This design comes from an exercise in tuning for small area, a short achievable clock period and few clock cycles per item on the open sky130 flow, not from production work.
Function was checked by simulation only, so behaviour that the tests miss may differ from the original.
No activity file was given, so power comes from the tool's default toggle rates.

**design/flow/constraint.sdc**
```tcl
create_clock -name core_clock -period 5.5 [get_ports {clock}]
set_input_delay 1.1000 -clock core_clock [delete_from_list [all_inputs] [get_ports {clock}]]
set_output_delay 1.1000 -clock core_clock [all_outputs]
set_load 0.01 [all_outputs]
```
**design/flow/design.v**
```verilog
`default_nettype none
package spq_pkg;
   localparam int CAPACITY  = 16;
   localparam int TAG_WIDTH = 16;
   localparam int TAG_IN_W    = 16;
   localparam int PRIO_W      = 32;
   localparam int STATUS_W    = 2;
   localparam int COUNT_OUT_W = 5;
   localparam int STORED_TAG_W = (TAG_WIDTH < TAG_IN_W) ? TAG_WIDTH : TAG_IN_W;
   localparam int ADDR_W = $clog2(CAPACITY);
   localparam int CNT_W  = $clog2(CAPACITY + 1);
   localparam logic [CNT_W-1:0] CAP_CNT = CNT_W'(CAPACITY);
   localparam logic ACT_ENQ = 1'b0;
   localparam logic ACT_DEQ = 1'b1;
   localparam logic [STATUS_W-1:0] STATUS_OK    = 2'd0;
   localparam logic [STATUS_W-1:0] STATUS_EMPTY = 2'd1;
   localparam logic [STATUS_W-1:0] STATUS_FULL  = 2'd2;
endpackage
`default_nettype wire
`default_nettype none
import spq_pkg::*;
module sorted_priority_queue_unit (
   input  wire logic                   clock,
   input  wire logic                   reset,
   input  wire logic                   req_valid,
   output wire logic                   req_ready,
   input  wire logic                   req_action,
   input  wire logic [15:0]            req_item_tag,
   input  wire logic [31:0]            req_priority,
   output wire logic                   rsp_valid,
   input  wire logic                   rsp_ready,
   output wire logic [15:0]            rsp_out_tag,
   output wire logic [31:0]            rsp_out_priority,
   output wire logic                   rsp_out_valid,
   output wire logic [1:0]             rsp_status,
   output wire logic [4:0]             rsp_entry_count
);
   localparam int N = CAPACITY;
   logic                    z_valid;
   logic                    z_act;
   logic [STORED_TAG_W-1:0] z_tag;
   logic [PRIO_W-1:0]       z_prio;
   logic                    r_valid;
   logic                    r_act;
   logic [STORED_TAG_W-1:0] r_tag;
   logic [PRIO_W-1:0]       r_prio;
   logic                    o_valid;
   logic [TAG_IN_W-1:0]     o_tag;
   logic [PRIO_W-1:0]       o_prio;
   logic                    o_found;
   logic [STATUS_W-1:0]     o_status;
   logic [COUNT_OUT_W-1:0]  o_count;
   logic [PRIO_W-1:0]       s_prio [N];
   logic [STORED_TAG_W-1:0] s_tag  [N];
   logic [N-1:0]            s_v;
   logic [CNT_W-1:0]        count;
   logic go, take, enq_ok, deq_ok, full_rej, empty_rej;
   logic [N-1:0] ge, sel_hold, sel_left, sel_right, sel_new;
   assign req_ready = !z_valid;
   assign take      = req_valid && !z_valid;
   assign go        = r_valid && (!o_valid || rsp_ready);
   assign enq_ok    = r_valid && r_act == ACT_ENQ && !s_v[N-1];
   assign deq_ok    = r_valid && r_act == ACT_DEQ && s_v[0];
   assign full_rej  = r_act == ACT_ENQ && s_v[N-1];
   assign empty_rej = r_act == ACT_DEQ && !s_v[0];
   always_comb begin
      for (int i = 0; i < N; i++) begin
         ge[i] = s_v[i] && (s_prio[i] >= r_prio);
      end
      for (int i = 0; i < N; i++) begin
         sel_right[i] = go && deq_ok && (i < N - 1);
         sel_new[i]   = go && enq_ok && !ge[i] && (i == 0 || ge[i-1]);
         sel_left[i]  = go && enq_ok && !ge[i] && (i != 0 && !ge[i-1]);
         sel_hold[i]  = !(sel_right[i] || sel_new[i] || sel_left[i]);
      end
   end
   always_ff @(posedge clock) begin
      for (int i = 0; i < N; i++) begin
         s_prio[i] <= ({PRIO_W{sel_hold[i]}} & s_prio[i])
                    | ({PRIO_W{sel_new[i]}}  & r_prio)
                    | ({PRIO_W{sel_left[i]}} & s_prio[(i + N - 1) % N])
                    | ({PRIO_W{sel_right[i]}} & s_prio[(i + 1) % N]);
         s_tag[i]  <= ({STORED_TAG_W{sel_hold[i]}} & s_tag[i])
                    | ({STORED_TAG_W{sel_new[i]}}  & r_tag)
                    | ({STORED_TAG_W{sel_left[i]}} & s_tag[(i + N - 1) % N])
                    | ({STORED_TAG_W{sel_right[i]}} & s_tag[(i + 1) % N]);
      end
   end
   always_ff @(posedge clock) begin
      if (reset) begin
         z_valid <= 1'b0;
         r_valid <= 1'b0;
         o_valid <= 1'b0;
         s_v     <= '0;
         count   <= '0;
      end else begin
         if (z_valid) begin
            if (!r_valid || go) z_valid <= 1'b0;
         end else if (req_valid && r_valid && !go) begin
            z_valid <= 1'b1;
         end
         if (z_valid || take) begin
            if (!r_valid || go) r_valid <= 1'b1;
         end else if (go) begin
            r_valid <= 1'b0;
         end
         if (go) o_valid <= 1'b1;
         else if (rsp_ready) o_valid <= 1'b0;
         if (go && enq_ok) begin
            s_v   <= {s_v[N-2:0], 1'b1};
            count <= count + CNT_W'(1);
         end else if (go && deq_ok) begin
            s_v   <= {1'b0, s_v[N-1:1]};
            count <= count - CNT_W'(1);
         end
      end
      if (take && r_valid && !go) begin
         z_act  <= req_action;
         z_tag  <= req_item_tag[STORED_TAG_W-1:0];
         z_prio <= req_priority;
      end
      if (!r_valid || go) begin
         if (z_valid) begin
            r_act  <= z_act;
            r_tag  <= z_tag;
            r_prio <= z_prio;
         end else begin
            r_act  <= req_action;
            r_tag  <= req_item_tag[STORED_TAG_W-1:0];
            r_prio <= req_priority;
         end
      end
      if (go) begin
         o_tag    <= deq_ok ? TAG_IN_W'(s_tag[0]) : '0;
         o_prio   <= deq_ok ? s_prio[0] : '0;
         o_found  <= deq_ok;
         o_status <= full_rej ? STATUS_FULL : (empty_rej ? STATUS_EMPTY : STATUS_OK);
         o_count  <= COUNT_OUT_W'(enq_ok ? count + CNT_W'(1) :
                                  (deq_ok ? count - CNT_W'(1) : count));
      end
   end
   assign rsp_valid        = o_valid;
   assign rsp_out_tag      = o_tag;
   assign rsp_out_priority = o_prio;
   assign rsp_out_valid    = o_found;
   assign rsp_status       = o_status;
   assign rsp_entry_count  = o_count;
endmodule
`default_nettype wire
```
**design/flow/config.mk**
```make
export PLATFORM = sky130hd
export DESIGN_NAME = sorted_priority_queue_unit
export DESIGN_NICKNAME = sorted_priority_queue_unit
export VERILOG_FILES = /design/flow/design.v
export SDC_FILE = /design/flow/constraint.sdc
export NUM_CORES = 4
export LEC_CHECK = 0
export CAP_MARGIN = 20
export CORE_MARGIN = 2
export CORE_UTILIZATION = 40
export SLEW_MARGIN = 20
```
**design/flow/run.sh**
```bash
#!/bin/bash
# synth_recipe.tcl (not shown) runs the flow's synth.tcl, then flattens the netlist and writes it again
# the make line also repeats each setting of config.mk as NAME=value (left out here)
make -C /OpenROAD-flow-scripts/flow DESIGN_CONFIG=/design/flow/config.mk WORK_HOME=/design/flow/orfs CLKGATE_MAP_FILE= SYNTH_SCRIPT=/design/flow/synth_recipe.tcl finish
```
==> flow_summary.yaml <==
outcome:
  status: "timing/DRC/antenna clean"
timing:
  fin_tns_setup_ns: 0
  tightestPinTransition_ns: 1.07
  setup-violations-final: 0
  slew_headroom: 0.290
  fin_ws_ns: 0.901
  clock_skew_ns: 0.0346
  hold_ws_ns: 0.453
  rsz0062_at_grt: "false"
  fin_crit_ns: 4.60
  hold_violations: 0
  finalMaxSlewViolations: 0
  max_freq_mhz: 217
  finalCritPeriodShare: 0.836
yosys:
  synth_ff_type: "dfxtp_1"
  synth_nets: 6162
  ys_top_cells_by_count: "792 x dfxtp_1, 600 x nand2_1, 559 x a21oi_1"
  synth_cell_types: 64
  syn_area_per_cell_um2: 9.03
  ys_warn_count: 5
  synthTopCellsByArea: "dfxtp_1 31%, ha_1 12%, edfxtp_1 9.1%"
  ys_seq_area_frac: 0.403
  syn_area_um2: 50800
  synth_seq_cells: 946
  synth_top_area_frac: 0.312
  synth_edf_count: 154
  yosysMostFrequentCell: "dfxtp_1"
  ys_async_sr_fraction: 0
  netlist_instances: 5627
  yosys.area.top_type: "dfxtp_1"
cells_and_area:
  final_nets: 6046
  num-fill-cells: 12100
  area_growth_syn_to_layout_pct: 12.2
  drive_above_1_share: 0.0678
  finalInstanceArea_um2: 57000
floorplan:
  dieArea_um2: 130000
  die_x_um: 360
  core_area_um2: 126000
  die_y_um: 360
  initial_core_util: 0.403
  design.portCount: 111
  row_count: 130
place:
  globalplace.congestion: 0.852
  hpwlAfterDp_um: 105000
  dpl_worst_slack_ns: 0.944
  numPortBuffers: 110
  placed_cell_area_um2: 53600
setup_path:
  critPathKind: "flop to flop"
  cp-start-kind: "flop"
  critPathLaunch: "r_prio[1]$_DFFE_PN_"
  worstPathCellList: "inv_1 -> ha_1 -> a2111oi_0 -> o41ai_1 -> a211o_1 -> a311oi_1 -> a21oi_4 -> buf_4 -> a22oi_1 -> o21ai_0"
  crit_family: "compound AO/OA/AOI/OAI gates"
  r2r-start: "r_prio[1]$_DFFE_PN_"
  r2r_end: "s_prio[13][26]$_DFF_P_"
  rr_worst_depth: 10
  crit_required_ns: 6.06
  worstSetupEndpointType: "flop"
  critPathMaxFanout: 28
  crit_cells: 10
  max_stage_delay_ns: 0.77
  crit_slowest_cell: "edfxtp_1"
  rrSetupSlack_ns: 0.90
  endpoint: "s_prio[13][26]$_DFF_P_"
  path_buf_inv: 2
  arrival_ns: 5.16
clocking:
  clk-insertion-delay-late_ns: 0.72
  cts_resized: 0
  cts_buffers: 101
  root_buffer: "clkbuf_16"
  cts.path.max_buffers: 3
  cts_tree: "done"
  cts_sinks: 946
  cts_hold_buffers: 0
  cts.reportedPaths.clkPinSlew_ns: 0.06
  post-cts-setup-buffers: 0
  h-tree-depth: 3
pwr:
  ir_worst_vdd_mv: 0.262
  power.internal_w: 0.0158
  powerDensity_nw_per_um2: 417
  power_frac_seq: 0.468
  p_total_w: 0.0238
  clockPowerShare: 0.294
  p_leak_nw: 23.4
  switchingPower_w: 0.00801
  switching_share: 0.337
  pwr-share-comb: 0.238
global_route:
  grt_pass1_wl_um: 238000
  track_usage: 0.223
  grt_max_degree: 128
  antenna_found_initial: 1
  first_global_vias: 41200
  overflow: 0
run:
  cap_violations: 0
drt:
  avgViaCountPerCell: 5.96
  first_pass_iters: 5
  wl_per_cell_um: 20.8
  num_vias: 43200
  drt_iter0_markers: 3717
  wirelength_um: 151000
  drc: 0
  ant_nets: 0
worst_hold_path:
  hold_start: "s_tag[15][2]$_DFF_P_"
  hold_path.class: "flop to flop"
[per-stage QoR]
stage / cells / utilization
6_report: 7245 / 0.453
5_1_grt: 7244 / 0.453
4_1_cts: 7244 / 0.453
2_1_floorplan: 5627 / -
3_3_place_gp: 7058 / 0.426
3_5_place_dp: 7058 / 0.426
[how the worst min path moves through the flow]
| stage | depth (start not counted) | endpoint | slack (ns) |
|---|---|---|---|
| after floorplan | 2 | s_prio[15][0]$_DFF_P_ | 0.43 |
| after global placement | 2 | s_prio[15][3]$_DFF_P_ | 0.43 |
| after detailed placement | 2 | s_tag[15][2]$_DFF_P_ | 0.45 |
| after CTS | 2 | s_tag[15][2]$_DFF_P_ | 0.46 |
| after global routing | 2 | s_prio[15][29]$_DFF_P_ | 0.48 |
| final | 2 | s_tag[15][2]$_DFF_P_ | 0.45 |
[cell families (layout without fill, tap and decap cells)]
kind of cell | after synthesis | count (layout) | synth area share
AO/OA/AOI/OAI | 2026 | 2026 | 0.261
buffers and inverters | 572 | 539 | 0.0434
flip-flops | 946 | 946 | 0.403
other | 0 | 1 | 0
AND/OR/NAND/NOR | 1270 | 1270 | 0.107
adder cells (fa/ha/maj) | 482 | 482 | 0.119
multiplexers | 325 | 325 | 0.0653
XOR/XNOR | 6 | 6 | 0.00103
[layout by cell type (no fill, tap or decap), drive strengths merged, types with 97 or more instances in the layout]
cell / n
dfxtp: 792
nand2: 600
a21oi: 559
o21ai: 502
ha: 482
a22oi: 445
nor2: 367
mux2i: 276
a221o: 155
edfxtp: 154
clkbuf: 145
buf: 134
inv: 112
clkdlybuf4s50: 109
a32oi: 97
[flip-flops by register name, summed over array words and instances (netlist names), 2 cells and up]
signal,count
o_status,2
z_prio,32
r_tag,16
z_tag,16
s_v,16
r_prio,32
o_count,5
s_tag,256
o_prio,32
s_prio,512
o_tag,16
count,5
[power groups by stage]
stage	sequential (W)	combinational [W]	clock (W)
6_report	0.0111	0.00565	0.00700
5_1_grt	0.0114	0.00656	0.00737
4_1_cts	0.0110	0.00566	0.00713
3_5_place_dp	0.0112	0.00563	0
3_3_place_gp	0.0111	0.00540	0
2_1_floorplan	0.0104	0.00438	0
[routing by layer]
layer	vias to the layer above	track usage	routed length (um)
met1	20800	0.323	72800
met3	184	0.0237	7930
met5	-	0	0
li1	21000	-	-
met2	1200	0.352	66500
met4	0	0.0615	3300
[cell type report]
class	count	area [um^2]	area share
well taps	1650	2060	0.0362
inverters	110	413	0.00725
clock inverters	41	509	0.00894
multi-input cells	4109	28400	0.499
diodes	1	2.50	0.0000439
flip-flops and latches	946	20500	0.359
clock buffers	145	2850	0.0501
repair buffers	243	2240	0.0394
[worst register-to-register path: stages (launching register included)]
cell	delay, ns
edfxtp_1	0.77
inv_1	0.56
ha_1	0.45
a2111oi_0	0.41
o41ai_1	0.16
a211o_1	0.37
a311oi_1	0.72
a21oi_4	0.35
buf_4	0.37
a22oi_1	0.20
o21ai_0	0.11
Testbench counts, summed over its fixed seeds: cycles 4,816, items 4,800.

## what the ideal ports hide
The flow's constraints put no driver on any port. The routed layout listed below was extracted and timed again, unchanged, in two steps.
Step 1, drivers: a clkbuf_16 drives clock and a buf_2 each remaining input, both assumed.
Step 2 also shifts input and output timing later by t, the mid clock arrival at the registers, as if the neighbouring blocks saw the same clock.
Three values: no drivers, after step 1, after step 2; two values: the first two.
shift t [ns]: 0.779
setup slack, ns: 0.901 / 0.901 / 0.901
hold WS [ns]: 0.453 / 0.453 / 0.453
slew at the worst register clock pin (ns): 0.07 / 0.07
After both steps setup and hold are still met in this run. For this run, drivers alone change the setup slack by 0.000 ns; drivers and shift together by 0.000 ns.
